From an optimization exercise on the open Yosys and OpenROAD flow, aimed at small area and a short achievable clock period; shortcuts taken in it are not production practice. Only simulation tests tie the RTL to the original design; equivalence was not proved.

<file path="config.mk">
export PLATFORM = sky130hd
export DESIGN_NAME = dehaze_top
export DESIGN_NICKNAME = dehaze_top
export VERILOG_FILES = /design/flow/design.v
export SDC_FILE = /design/flow/constraint.sdc
export NUM_CORES = 4
export LEC_CHECK = 0
export CAP_MARGIN = 20
export CORE_MARGIN = 2
export CORE_UTILIZATION = 40
export SLEW_MARGIN = 20
</file>
<file path="constraint.sdc">
create_clock -name core_clock -period 9.0 [get_ports {clk}]
set_input_delay 1.8000 -clock core_clock [delete_from_list [all_inputs] [get_ports {clk}]]
set_output_delay 1.8000 -clock core_clock [all_outputs]
set_load 0.01 [all_outputs]
</file>
<file path="design.v">
`timescale 1ns/1ps
`default_nettype none
module pipe_delay #(
    parameter int width = 8,
    parameter int depth = 4
) (
    input  logic             clk,
    input  logic             rst,
    input  logic [width-1:0] din,
    output logic [width-1:0] dout
);
    logic [width-1:0] stages [depth];
    always_ff @(posedge clk or posedge rst) begin
        if (rst) begin
            for (int i = 0; i < depth; i++) begin
                stages[i] <= '0;
            end
        end else begin
            stages[0] <= din;
            for (int i = 1; i < depth; i++) begin
                stages[i] <= stages[i-1];
            end
        end
    end
    assign dout = stages[depth-1];
endmodule
`default_nettype wire
`timescale 1ns/1ps
`default_nettype none
module transmission_estimator (
    input  logic                      clk,
    input  logic                      rst,
    input  logic                      in_valid,
    input  logic [9*3*8-1:0] window,
    input  logic [3*16-1:0]    inv_light,
    output logic                      est_valid,
    output logic [16-1:0]      est_inv_t
);
    localparam int sum_w = 8 + 4;
    function automatic logic [8-1:0] scaled_mean(input logic [sum_w-1:0] sum);
        logic [sum_w+5:0] prod;
        prod = {6'd0, sum} * 57;
        scaled_mean = prod[9 +: 8];
    endfunction
    function automatic logic [16-1:0] recip_entry(input logic [7:0] idx);
        logic [31:0] den;
        logic [31:0] quo;
        den = ({24'd0, idx} << 8) + 32'd128;
        quo = 32'h1000_0000 / den;
        if (quo > 32'd65535) begin
            recip_entry = 16'hFFFF;
        end else begin
            recip_entry = quo[16-1:0];
        end
    endfunction
    logic [sum_w-1:0]      sum_r;
    logic [sum_w-1:0]      sum_g;
    logic [sum_w-1:0]      sum_b;
    logic [8-1:0] mean_r_q;
    logic [8-1:0] mean_g_q;
    logic [8-1:0] mean_b_q;
    logic [16-1:0]  inv_r_q;
    logic [16-1:0]  inv_g_q;
    logic [16-1:0]  inv_b_q;
    logic                  valid_s1;
    always_comb begin
        sum_r = '0;
        sum_g = '0;
        sum_b = '0;
        for (int k = 0; k < 9; k++) begin
            sum_r = sum_r + {4'd0, window[24*k+16 +: 8]};
            sum_g = sum_g + {4'd0, window[24*k+8 +: 8]};
            sum_b = sum_b + {4'd0, window[24*k +: 8]};
        end
    end
    always_ff @(posedge clk or posedge rst) begin
        if (rst) begin
            mean_r_q <= '0;
            mean_g_q <= '0;
            mean_b_q <= '0;
            inv_r_q  <= '0;
            inv_g_q  <= '0;
            inv_b_q  <= '0;
            valid_s1 <= 1'b0;
        end else begin
            mean_r_q <= scaled_mean(sum_r);
            mean_g_q <= scaled_mean(sum_g);
            mean_b_q <= scaled_mean(sum_b);
            inv_r_q  <= inv_light[47:32];
            inv_g_q  <= inv_light[31:16];
            inv_b_q  <= inv_light[15:0];
            valid_s1 <= in_valid;
        end
    end
    logic [8-1:0] min_mean;
    logic [16-1:0]  min_inv;
    logic [8-1:0] min_mean_q;
    logic [16-1:0]  min_inv_q;
    logic                  valid_s2;
    always_comb begin
        if (mean_r_q <= mean_g_q && mean_r_q <= mean_b_q) begin
            min_mean = mean_r_q;
            min_inv  = inv_r_q;
        end else if (mean_g_q <= mean_b_q) begin
            min_mean = mean_g_q;
            min_inv  = inv_g_q;
        end else begin
            min_mean = mean_b_q;
            min_inv  = inv_b_q;
        end
    end
    always_ff @(posedge clk or posedge rst) begin
        if (rst) begin
            min_mean_q <= '0;
            min_inv_q  <= '0;
            valid_s2   <= 1'b0;
        end else begin
            min_mean_q <= min_mean;
            min_inv_q  <= min_inv;
            valid_s2   <= valid_s1;
        end
    end
    logic [8+16-1:0] dark_prod;
    logic [16-1:0]            dark_sat;
    logic [16-1:0]            t_raw;
    logic [16-1:0]            t_q;
    logic                            valid_s3;
    assign dark_prod = min_mean_q * min_inv_q;
    assign dark_sat  = (|dark_prod[8+16-1:16]) ?
                       16'hFFFF : dark_prod[16-1:0];
    assign t_raw     = 16'hFFFF - dark_sat;
    always_ff @(posedge clk or posedge rst) begin
        if (rst) begin
            t_q      <= '0;
            valid_s3 <= 1'b0;
        end else begin
            t_q      <= (t_raw < 16'd6554) ? 16'd6554 : t_raw;
            valid_s3 <= valid_s2;
        end
    end
    logic [16-1:0] recip_rom [256];
    logic [16-1:0] inv_t_q;
    logic                 valid_s4;
    for (genvar k = 0; k < 256; k++) begin : g_recip
        assign recip_rom[k] = recip_entry(k);
    end
    always_ff @(posedge clk or posedge rst) begin
        if (rst) begin
            inv_t_q  <= '0;
            valid_s4 <= 1'b0;
        end else begin
            inv_t_q  <= recip_rom[t_q[16-1:16-8]];
            valid_s4 <= valid_s3;
        end
    end
    assign est_inv_t = inv_t_q;
    assign est_valid = valid_s4;
endmodule
`default_nettype wire
`timescale 1ns/1ps
`default_nettype none
module scene_recovery (
    input  logic                    clk,
    input  logic                    rst,
    input  logic                    rec_valid,
    input  logic [16-1:0]    rec_inv_t,
    input  logic [3*8-1:0] rec_pixel,
    input  logic [3*8-1:0] rec_light,
    output logic [3*8-1:0] pixel_out,
    output logic                    out_valid
);
    function automatic logic [8-1:0] scale_diff(input logic [8-1:0] pix,
                                                          input logic [8-1:0] light,
                                                          input logic [16-1:0]  inv_t);
        logic [8-1:0]           d;
        logic [8+16-1:0] prod;
        logic [8+16-1:0] shifted;
        d       = (pix >= light) ? (pix - light) : (light - pix);
        prod    = d * inv_t;
        shifted = prod >> 12;
        scale_diff = (shifted > 255) ? 8'hFF : shifted[8-1:0];
    endfunction
    function automatic logic [8-1:0] recover_chan(input logic [8-1:0] light,
                                                            input logic [8-1:0] q,
                                                            input logic                  up);
        logic [8:0] sum;
        sum = {1'b0, light} + {1'b0, q};
        if (up) begin
            recover_chan = sum[8] ? 8'hFF : sum[8-1:0];
        end else begin
            recover_chan = (light >= q) ? (light - q) : 8'h00;
        end
    endfunction
    logic [3*8-1:0] q_q;
    logic [3*8-1:0] light_q;
    logic [2:0]              up_q;
    logic                    valid_s1;
    always_ff @(posedge clk or posedge rst) begin
        if (rst) begin
            q_q      <= '0;
            light_q  <= '0;
            up_q     <= '0;
            valid_s1 <= 1'b0;
        end else begin
            q_q[23:16] <= scale_diff(rec_pixel[23:16], rec_light[23:16], rec_inv_t);
            q_q[15:8]  <= scale_diff(rec_pixel[15:8],  rec_light[15:8],  rec_inv_t);
            q_q[7:0]   <= scale_diff(rec_pixel[7:0],   rec_light[7:0],   rec_inv_t);
            up_q       <= {rec_pixel[23:16] >= rec_light[23:16],
                           rec_pixel[15:8]  >= rec_light[15:8],
                           rec_pixel[7:0]   >= rec_light[7:0]};
            light_q    <= rec_light;
            valid_s1   <= rec_valid;
        end
    end
    always_ff @(posedge clk or posedge rst) begin
        if (rst) begin
            pixel_out <= '0;
            out_valid <= 1'b0;
        end else begin
            pixel_out[23:16] <= recover_chan(light_q[23:16], q_q[23:16], up_q[2]);
            pixel_out[15:8]  <= recover_chan(light_q[15:8],  q_q[15:8],  up_q[1]);
            pixel_out[7:0]   <= recover_chan(light_q[7:0],   q_q[7:0],   up_q[0]);
            out_valid        <= valid_s1;
        end
    end
endmodule
`default_nettype wire
`timescale 1ns/1ps
`default_nettype none
module dehaze_top #(
    parameter int image_pixels = (512 * 512)
) (
    input  logic         clk,
    input  logic         rst,
    input  logic         in_valid,
    input  logic [215:0] window,
    input  logic [23:0]  light,
    input  logic [47:0]  inv_light,
    output logic [23:0]  pixel_out,
    output logic         out_valid,
    output logic         done
);
    localparam int est_latency = 4;
    localparam int cnt_w       = $clog2(image_pixels + 1);
    logic [cnt_w-1:0] pixel_count;
    always_ff @(posedge clk or posedge rst) begin
        if (rst) begin
            pixel_count <= '0;
            done        <= 1'b0;
        end else begin
            if (in_valid && pixel_count != image_pixels[cnt_w-1:0]) begin
                pixel_count <= pixel_count + 1'b1;
            end
            if (pixel_count == image_pixels[cnt_w-1:0]) begin
                done <= 1'b1;
            end
        end
    end
    logic         rec_valid;
    logic [15:0]  rec_inv_t;
    logic [23:0]  rec_pixel;
    logic [23:0]  rec_light;
    transmission_estimator est_i (
        .clk       (clk),
        .rst       (rst),
        .in_valid  (in_valid),
        .window    (window),
        .inv_light (inv_light),
        .est_valid (rec_valid),
        .est_inv_t (rec_inv_t)
    );
    pipe_delay #(
        .width (24),
        .depth (est_latency)
    ) pixel_delay_i (
        .clk  (clk),
        .rst  (rst),
        .din  (window[4*24 +: 24]),
        .dout (rec_pixel)
    );
    pipe_delay #(
        .width (24),
        .depth (est_latency)
    ) light_delay_i (
        .clk  (clk),
        .rst  (rst),
        .din  (light),
        .dout (rec_light)
    );
    scene_recovery rec_i (
        .clk       (clk),
        .rst       (rst),
        .rec_valid (rec_valid),
        .rec_inv_t (rec_inv_t),
        .rec_pixel (rec_pixel),
        .rec_light (rec_light),
        .pixel_out (pixel_out),
        .out_valid (out_valid)
    );
endmodule
`default_nettype wire
</file>
<file path="run.sh">
#!/bin/bash
# synth_recipe.tcl (not shown) runs the flow's synth.tcl, then flattens the netlist and writes it again
# the make line also repeats each setting of config.mk as NAME=value (left out here)
make -C /OpenROAD-flow-scripts/flow DESIGN_CONFIG=/design/flow/config.mk WORK_HOME=/design/flow/orfs CLKGATE_MAP_FILE= SYNTH_SCRIPT=/design/flow/synth_recipe.tcl finish
</file>
==> out/qor.csv <==
stage;metric;value;unit
logic_synthesis;synthSimpleGateAreaFrac;0.149;
logic_synthesis;yosysTopAreaCellShare;0.243;
layout;num-fill-cells;10600;
worst_setup_path;slowest_delay;0.54;ns
logic_synthesis;synth_cell_types;83;
logic_synthesis;ys_seq_area_frac;0.231;
timing;clock-skew-final;0.0287;ns
logic_synthesis;syn_inst;4816;
clock_network;clock-root-buffer;clkbuf_16;
logic_synthesis;synth_edf_count;0;
logic_synthesis;synthTopCellsByCount;inv_1 (880), fa_1 (543), ha_1 (433);
global_route;antenna_found_initial;6;
layout;drive_above_1_share;0.0632;
global_route;overflow;0;
worst_setup_path;cpMostUsedCell;fa_1;
detailed_routing;initialDrtViolationCount;2176;
logic_synthesis;synth_fa_ha_area_frac;0.365;
place;port-buffer-count;316;
logic_synthesis;synth_most_common_cell;inv_1;
place;place_ws;-0.567;ns
logic_synthesis;ys_ff_latch;413;
job;cap_viol_max_count;0;
detailed_routing;first_pass_iters;6;
timing;slew-limit-headroom;0.248;
logic_synthesis;yosysTopAreaCell;fa_1;
logic_synthesis;synthMuxAreaShare;0.0110;
timing;drv_slew;0;
timing;fin_hold_ws;0.338;ns
worst_setup_path;crit_fanout;3;
logic_synthesis;synthArstFlopShare;1.00;
place;dp_hpwl;102000;um
worst_setup_path;cp.required;9.53;ns
worst_setup_path;worstSetupEndpointType;flip-flop;
timing;fmax;116;MHz
logic_synthesis;synth-xor-area-share;0.0278;
clock_network;cts_max_level;2;
logic_synthesis;ys.flop_type;dfrtp_1;
global_route;grt_max_degree;168;
floorplan;die_area;0.114;mm2
clock_network;path_clk_slew;0.06;ns
clock_network;cts_tree;done;
status;status;no timing/DRC/antenna violations;
hold_path;hp-class;reg2reg;
floorplan;ioPinCount;317;
floorplan;coreArea;0.111;mm2
worst_setup_path;startpoint_type;input port;
detailed_routing;viasPerCell;5.22;
timing;period_needed;8.59;ns
detailed_routing;drc_errors;0;
detailed_routing;antenna_left;0;
global_route;grt_pass1_vias;36300;
floorplan;die_height;338;um
detailed_routing;post_drt_wl_per_cell;19.4;um
clock_network;cts-buffers-inserted;50;
timing;hold_violations;0;
timing;finalCritPeriodShare;0.955;
worst_setup_path;crit_path_top_delay_cell;fa_1;
worst_setup_path;cp_top_family;adder cells;
timing;setup_viol;0;
clock_network;clkLatencyLatePin;0.65;ns
timing;worstMarginPinSlew;1.13;ns
global_route;grtUsageTotal;0.232;
clock_network;cts.sinks;413;
clock_network;cts_hold_buf;0;
detailed_routing;dr_total_vias;35000;
layout;syn_to_final_growth;17.0;%
logic_synthesis;synth_top_family_by_area;adder cells;
worst_setup_path;critPathBufInv;6;
logic_synthesis;syn-num-nets;6083;
floorplan;placementRows;122;
logic_synthesis;synth_area_per_cell;9.27;um2
detailed_routing;wirelength;130000;um
floorplan;start_util;0.404;
global_route;grt_pass1_wl;209000;um
layout;n_antenna_cell;0;
worst_setup_path;crit_type;in2reg;
floorplan;die_x;338;um
logic_synthesis;synth_compound_area_frac;0.127;
worst_setup_path;cp.arrival;9.12;ns
clock_network;cts_buffer_depth;3;
logic_synthesis;synthTopCellsByArea;fa_1 (24%), dfrtp_1 (23%), ha_1 (12%);
place;place_congestion;1.05;
logic_synthesis;mappedNetlistArea;0.0447;mm2
layout;num-nets-final;6448;
timing;setup_ws;0.408;ns
logic_synthesis;yosysWarnings;6;
worst_setup_path;ff2ff_setup_slack;0.84;ns
[per-layer routing]
layer	vias up	global-route usage	wire (um)
met4	8	0.0775	4520
met5	-	0	51
li1	16300	-	-
met3	274	0.0433	8730
met2	1132	0.370	59200
met1	17300	0.316	57900
[path summary, 6_finish.rpt]
kind,from,to,cells past startpoint
max,window[1],est_i.mean_b_q[7]$_DFF_PP0_,30
min,pixel_delay_i.stages[1][15]$_DFF_PP0_,pixel_delay_i.stages[2][15]$_DFF_PP0_,0
max reg2reg,pixel_delay_i.stages[3][0]$_DFF_PP0_,rec_i.q_q[6]$_DFF_PP0_,31
max in group asynchronous,rst,rec_i.q_q[16]$_DFF_PP0_,4
min in group asynchronous,rst,est_i.mean_b_q[7]$_DFF_PP0_,2
min reg2reg,pixel_delay_i.stages[1][15]$_DFF_PP0_,pixel_delay_i.stages[2][15]$_DFF_PP0_,0
[flip-flops by register name (all words and copies together), names as in the netlist, 3 cells and up]
| register | cells |
|---|---|
| light_delay_i.stages | 96 |
| pixel_delay_i.stages | 96 |
| rec_i.light_q | 24 |
| rec_i.pixel_out | 24 |
| rec_i.q_q | 24 |
| pixel_count | 19 |
| est_i.inv_b_q | 16 |
| est_i.inv_g_q | 16 |
| est_i.inv_r_q | 16 |
| est_i.inv_t_q | 16 |
| est_i.min_inv_q | 16 |
| est_i.mean_b_q | 8 |
| est_i.mean_g_q | 8 |
| est_i.mean_r_q | 8 |
| est_i.min_mean_q | 8 |
| est_i.t_q | 8 |
| rec_i.up_q | 3 |
[metrics by stage]
stage / cell area [um2] / std cells / setup TNS, ns / utilization
after floorplan: 44700 / 4816 / 0 / -
after global placement: 50400 / 6616 / -4.18 / 0.456
after detailed placement: 50400 / 6616 / -5.15 / 0.456
after CTS: 52200 / 6710 / 0 / 0.471
after global routing: 52200 / 6711 / -0.0193 / 0.472
final: 52200 / 6711 / 0 / 0.472
[layout by cell type, fill, tap and decap left out, drive strengths merged, types with 11 or more instances in the layout]
cell type	instances
a21oi	260
ha	433
o21bai	49
and3	16
nor3	57
buf	176
inv	885
mux2i	41
a21o	64
xnor2	99
nor2	198
nand2b	49
clkdlybuf4s50	316
fa	543
nand3	82
o21ai	200
a22oi	11
a211oi	35
xor2	43
o22ai	37
a31oi	27
and2	282
nand4	44
dfrtp	413
o211ai	38
nor4	17
nor2b	174
nand2	323
o21a	21
a221oi	14
o31ai	21
clkinv	20
clkbuf	62
a2111oi	14
[cell families after synthesis]
logic type               Yosys count
flip-flops                       413
XOR/XNOR                         142
AO/OA/AOI/OAI                    889
multiplexers                      48
AND/OR/NAND/NOR                 1287
buffers and inverters           1061
adder cells (fa/ha/maj)          976
[worst register-to-register path: cells and delay by family, from the launching register on]
family	cells	cell delay, ns
AO/OA/AOI/OAI	10	1.88
buffers and inverters	6	0.75
multiplexers	1	0.22
adder cells (fa/ha/maj)	7	2.64
flip-flops	1	0.38
XOR/XNOR	1	0.82
AND/OR/NAND/NOR	6	1.31
[repair_timing]
action,4_1_cts,5_1_grt
buffers inserted,0,1
setup endpoints to repair,0,14
resized for setup,0,26
hold endpoints to repair,0,0
[cell type report]
cell class / instances / area [um2] / area share
sequential: 413 / 10300 / 0.198
clock buffer: 62 / 1370 / 0.0262
multi-input combinational: 3342 / 30500 / 0.583
timing repair buffer: 492 / 4510 / 0.0863
clock inverter: 32 / 365 / 0.00699
tap: 1488 / 1860 / 0.0356
inverter: 882 / 3310 / 0.0634

## separate check: timing with driven ports
Ports are ideal in the flow. The routed layout listed here was re-timed in OpenROAD.
Step 1 sets driving cells, clkbuf_16 on the clock port and buf_2 on the other inputs (assumed; they add their load-dependent delay and slew).
Step 2, shift: input delay + t, output delay - t, t = (earliest + latest rising clock arrival at the registers) / 2. This alone moves slack from input paths to output paths.
Slacks: ideal / step 1 / step 2; pairs: ideal / step 1.
t, ns: 0.710
slack for setup (ns): 0.408 / 0.447 / -0.263
hold slack, ns: 0.338 / 0.338 / 0.338
clock arrival spread, ns: 0.030 / 0.030
worst data-port slew with drivers (ns): 0.13
With both steps, setup timing fails in this run, where it was met with ideal ports. The setup slack of this run moves by +0.039 ns with the drivers and by -0.671 ns with both steps.
